This is an optimization exercise on Yosys and OpenROAD, whose aim is small area, a short achievable clock period and few clock cycles per item, not a production implementation. Function was checked by simulation only, so behaviour that the tests miss may differ from the original. Power and IR drop assume default switching activity.

==> module qmva_ctrl, before the edit <==
module qmva_ctrl (
   input  logic                           clock,
   input  logic                           reset,
   input  qmva_pkg::cfg_type              cfg,
   input  logic                           stride_we,
   input  logic                           len_written,
   input  logic                           req_valid,
   input  logic                           reset_in,
   output logic                           req_ready,
   input  logic                           rsp_ready,
   input  logic                           rsp_valid,
   output logic                           fire,
   output logic                           last,
   output logic [1:0]                     elem_lo,
   output logic [qmva_pkg::INDEX_W-1:0]   rsp_result_index,
   output logic [qmva_pkg::WROW_W-1:0]    rsp_weight_row,
   output logic                           rsp_job_done
);
   logic [qmva_pkg::LEN_W-1:0]    elem_ff;
   logic [qmva_pkg::NB_W-1:0]     batch_ff;
   logic [qmva_pkg::NR_W-1:0]     row_ff;
   logic [qmva_pkg::INDEX_W-1:0]  idx_ff;
   logic [qmva_pkg::WROW_W-1:0]   wrow_ff;
   logic                          done_ff;
   logic                          recomp_ff, rinit_ff, last_ff, busy_ff, ready_ff, adv_ff;
   logic                          ready_port_ff;
   logic batch_last, row_last, recomp_done, len1, next_is_last, rstart;
   logic recomp_n, last_n, busy_n, ready_n, rsp_xfer;
   logic last_f, last_nf, busy_nx;
   logic [qmva_pkg::NB_W-1:0]     batch_n;
   logic [qmva_pkg::NR_W-1:0]     row_n;
   logic [qmva_pkg::INDEX_W-1:0]  idx_adv, idx_plus;
   logic [qmva_pkg::WROW_W-1:0]   wrow_sum;
   qmva_add20 u_idx_add (
      .a (idx_ff),
      .b (qmva_pkg::INDEX_W'(cfg.out_stride)),
      .y (idx_plus)
   );
   qmva_add13 u_wrow_add (
      .a ({1'b0, cfg.out_start}),
      .b ({1'b0, row_ff}),
      .y (wrow_sum)
   );
   assign batch_last   = (batch_ff >= cfg.nbm1);
   assign row_last     = (row_ff >= cfg.nrm1);
   assign recomp_done  = !rinit_ff && (elem_ff[qmva_pkg::NB_W-1:0] == batch_ff);
   assign rstart       = stride_we && (batch_n != '0);
   assign len1         = (cfg.lenm1 == '0);
   assign next_is_last = (qmva_pkg::LEN_W'(elem_ff + 1'b1) == cfg.lenm1);
   assign req_ready = ready_port_ff;
   assign fire      = req_valid && ready_ff && !reset;
   assign rsp_xfer  = rsp_valid && rsp_ready;
   assign last      = len_written ? len1 : last_ff;
   assign elem_lo   = elem_ff[1:0];
   assign rsp_result_index = idx_ff;
   assign rsp_weight_row   = wrow_ff;
   assign rsp_job_done     = done_ff;
   always_comb begin
      recomp_n = rstart || (recomp_ff && !recomp_done);
      last_f  = last ? len1 : next_is_last;
      last_nf = recomp_ff ? (recomp_done ? len1 : last) : last;
      last_n  = fire ? last_f : last_nf;
      busy_nx = busy_ff && !rsp_xfer;
      busy_n  = (fire && last) || busy_nx;
      if (fire)
         ready_n = !(last_f && (last || busy_nx));
      else
         ready_n = !rstart && !(recomp_ff && !recomp_done) && !(last_nf && busy_nx);
   end
   always_comb begin
      batch_n = batch_ff;
      row_n   = row_ff;
      idx_adv = idx_ff;
      if (adv_ff) begin
         if (batch_last) begin
            batch_n = '0;
            if (row_last) begin
               row_n   = '0;
               idx_adv = '0;
            end else begin
               row_n   = row_ff + 1'b1;
               idx_adv = qmva_pkg::INDEX_W'(row_ff + 1'b1);
            end
         end else begin
            batch_n = batch_ff + 1'b1;
            idx_adv = idx_plus;
         end
      end
   end
   always_ff @(posedge clock) begin
      if (reset) begin
         recomp_ff <= 1'b0;
         rinit_ff  <= 1'b0;
         last_ff   <= 1'b1;
         busy_ff   <= 1'b0;
         ready_ff  <= 1'b1;
         adv_ff    <= 1'b0;
      end else begin
         recomp_ff <= recomp_n;
         rinit_ff  <= rstart;
         last_ff   <= last_n;
         busy_ff   <= busy_n;
         ready_ff  <= ready_n;
         adv_ff    <= rsp_xfer;
      end
   end
   always_ff @(posedge clock) begin
      if (reset_in)
         ready_port_ff <= 1'b0;
      else if (reset)
         ready_port_ff <= 1'b1;
      else
         ready_port_ff <= ready_n;
   end
   always_ff @(posedge clock) begin
      if (reset) begin
         elem_ff  <= '0;
         batch_ff <= '0;
         row_ff   <= '0;
         idx_ff   <= '0;
      end else begin
         batch_ff <= batch_n;
         row_ff   <= row_n;
         if (recomp_ff) begin
            if (rinit_ff) begin
               idx_ff <= qmva_pkg::INDEX_W'(row_ff);
            end else if (recomp_done) begin
               elem_ff <= '0;
            end else begin
               elem_ff <= elem_ff + 1'b1;
               idx_ff  <= idx_plus;
            end
         end else begin
            idx_ff <= idx_adv;
            if (fire)
               elem_ff <= last ? '0 : elem_ff + 1'b1;
         end
      end
   end
   always_ff @(posedge clock) begin
      wrow_ff <= wrow_sum;
      done_ff <= batch_last && row_last;
   end
endmodule
==> flow/config.mk <==
export PLATFORM = sky130hd
export DESIGN_NAME = quantized_matvec_accumulator
export DESIGN_NICKNAME = quantized_matvec_accumulator
export VERILOG_FILES = /design/flow/design.v
export SDC_FILE = /design/flow/constraint.sdc
export NUM_CORES = 4
export LEC_CHECK = 0
export CAP_MARGIN = 20
export CORE_MARGIN = 2
export CORE_UTILIZATION = 40
export SLEW_MARGIN = 20
==> flow/constraint.sdc <==
create_clock -name core_clock -period 11.5 [get_ports {clock}]
set_input_delay 2.3000 -clock core_clock [delete_from_list [all_inputs] [get_ports {clock}]]
set_output_delay 2.3000 -clock core_clock [all_outputs]
set_load 0.01 [all_outputs]
standard.sh (not shown) runs the stock make flow with config.mk's settings and CLKGATE_MAP_FILE= SYNTH_SCRIPT=/design/flow/synth_recipe.tcl, a recipe that flattens the netlist after the stock synthesis.
==> flow/flow/run.sh <==
#!/bin/bash
# The standard layout (the standard.sh: standard synthesis, then ORFS floorplan to
# finish) with two changes to how it is made:
#  - timing repair is asked to leave 7.8 ns of setup slack at the 11.5 ns clock, so that
#    it sizes and buffers the paths above 3.7 ns as well;
#  - the port buffers that placement inserts (one on every input and output, as in the
#    standard flow) are sky130_fd_sc_hd__buf_1 cells.
# The clock, constraints and everything else are the standard flow's.
set -euo pipefail
export SETUP_SLACK_MARGIN=7.8
export BUFFER_PORTS_ARGS="-buffer_cell sky130_fd_sc_hd__buf_1"
bash standard.sh finish > standard_flow.log 2>&1
Testbench counts at the start, summed over its fixed seeds: cycles 27,508, elements 25,630.
Edit:
--- a/flow/design.v
+++ b/flow/design.v
@@ -96,7 +96,7 @@
    logic [qmva_pkg::INDEX_W-1:0]  idx_ff;
    logic [qmva_pkg::WROW_W-1:0]   wrow_ff;
    logic                          done_ff;
-   logic                          recomp_ff, rinit_ff, last_ff, busy_ff, ready_ff, adv_ff;
+   logic                          recomp_ff, rinit_ff, last_ff, busy_ff, ready_ff;
    logic                          ready_port_ff;
    logic batch_last, row_last, recomp_done, len1, next_is_last, rstart;
    logic recomp_n, last_n, busy_n, ready_n, rsp_xfer;
@@ -145,7 +145,7 @@
       batch_n = batch_ff;
       row_n   = row_ff;
       idx_adv = idx_ff;
-      if (adv_ff) begin
+      if (rsp_xfer) begin
          if (batch_last) begin
             batch_n = '0;
             if (row_last) begin
@@ -168,14 +168,12 @@
          last_ff   <= 1'b1;
          busy_ff   <= 1'b0;
          ready_ff  <= 1'b1;
-         adv_ff    <= 1'b0;
       end else begin
          recomp_ff <= recomp_n;
          rinit_ff  <= rstart;
          last_ff   <= last_n;
          busy_ff   <= busy_n;
          ready_ff  <= ready_n;
-         adv_ff    <= rsp_xfer;
       end
    end
    always_ff @(posedge clock) begin
Outcome: The new run passed the timing, DRC and antenna checks. Core utilization rises by 0.42 points. Via count grows by 1.1%. Power climbs by about 0.9%. Setup slack is better by 20 ps. Non-clock buffer count rose by 11. Die area barely changes. Critical path depth goes down by 4. Final cell count came out higher by about 0.46%. Cell area went up by about 0.9%. Synthesized area stays flat.
Testbench counts after the change, summed over its fixed seeds: cycles 27,508, elements 25,630.

## afterwards: timing with drivers on the ports
In the flow no input, the clock included, has a driving cell. The finished layouts below were timed again as built, in two steps. Step 1: set_driving_cell puts a clkbuf_16 on clock and a buf_2 on each other input, an assumption about the parent block. Step 2 also shifts input and output timing later by t, the mid clock arrival at the registers, as if the neighbouring blocks saw the same clock. a / b / c = ideal / step 1 / step 2; a / b = the first two.
run | t (ns) | setup slack, ns | clock arrival spread, ns | worst data-port slew with drivers (ns) | cell pins on the clock port's net
the first run | 0.650 | 7.785 / 7.785 / 7.235 | 0.038 / 0.038 | 0.10 | 1
the second run | 0.633 | 7.806 / 7.797 / 7.211 | 0.026 / 0.026 | 0.12 | 1
After both steps every run listed still meets setup and hold. For the second run, which loses most, drivers alone change the setup slack by -0.009 ns; drivers and shift together by -0.595 ns.
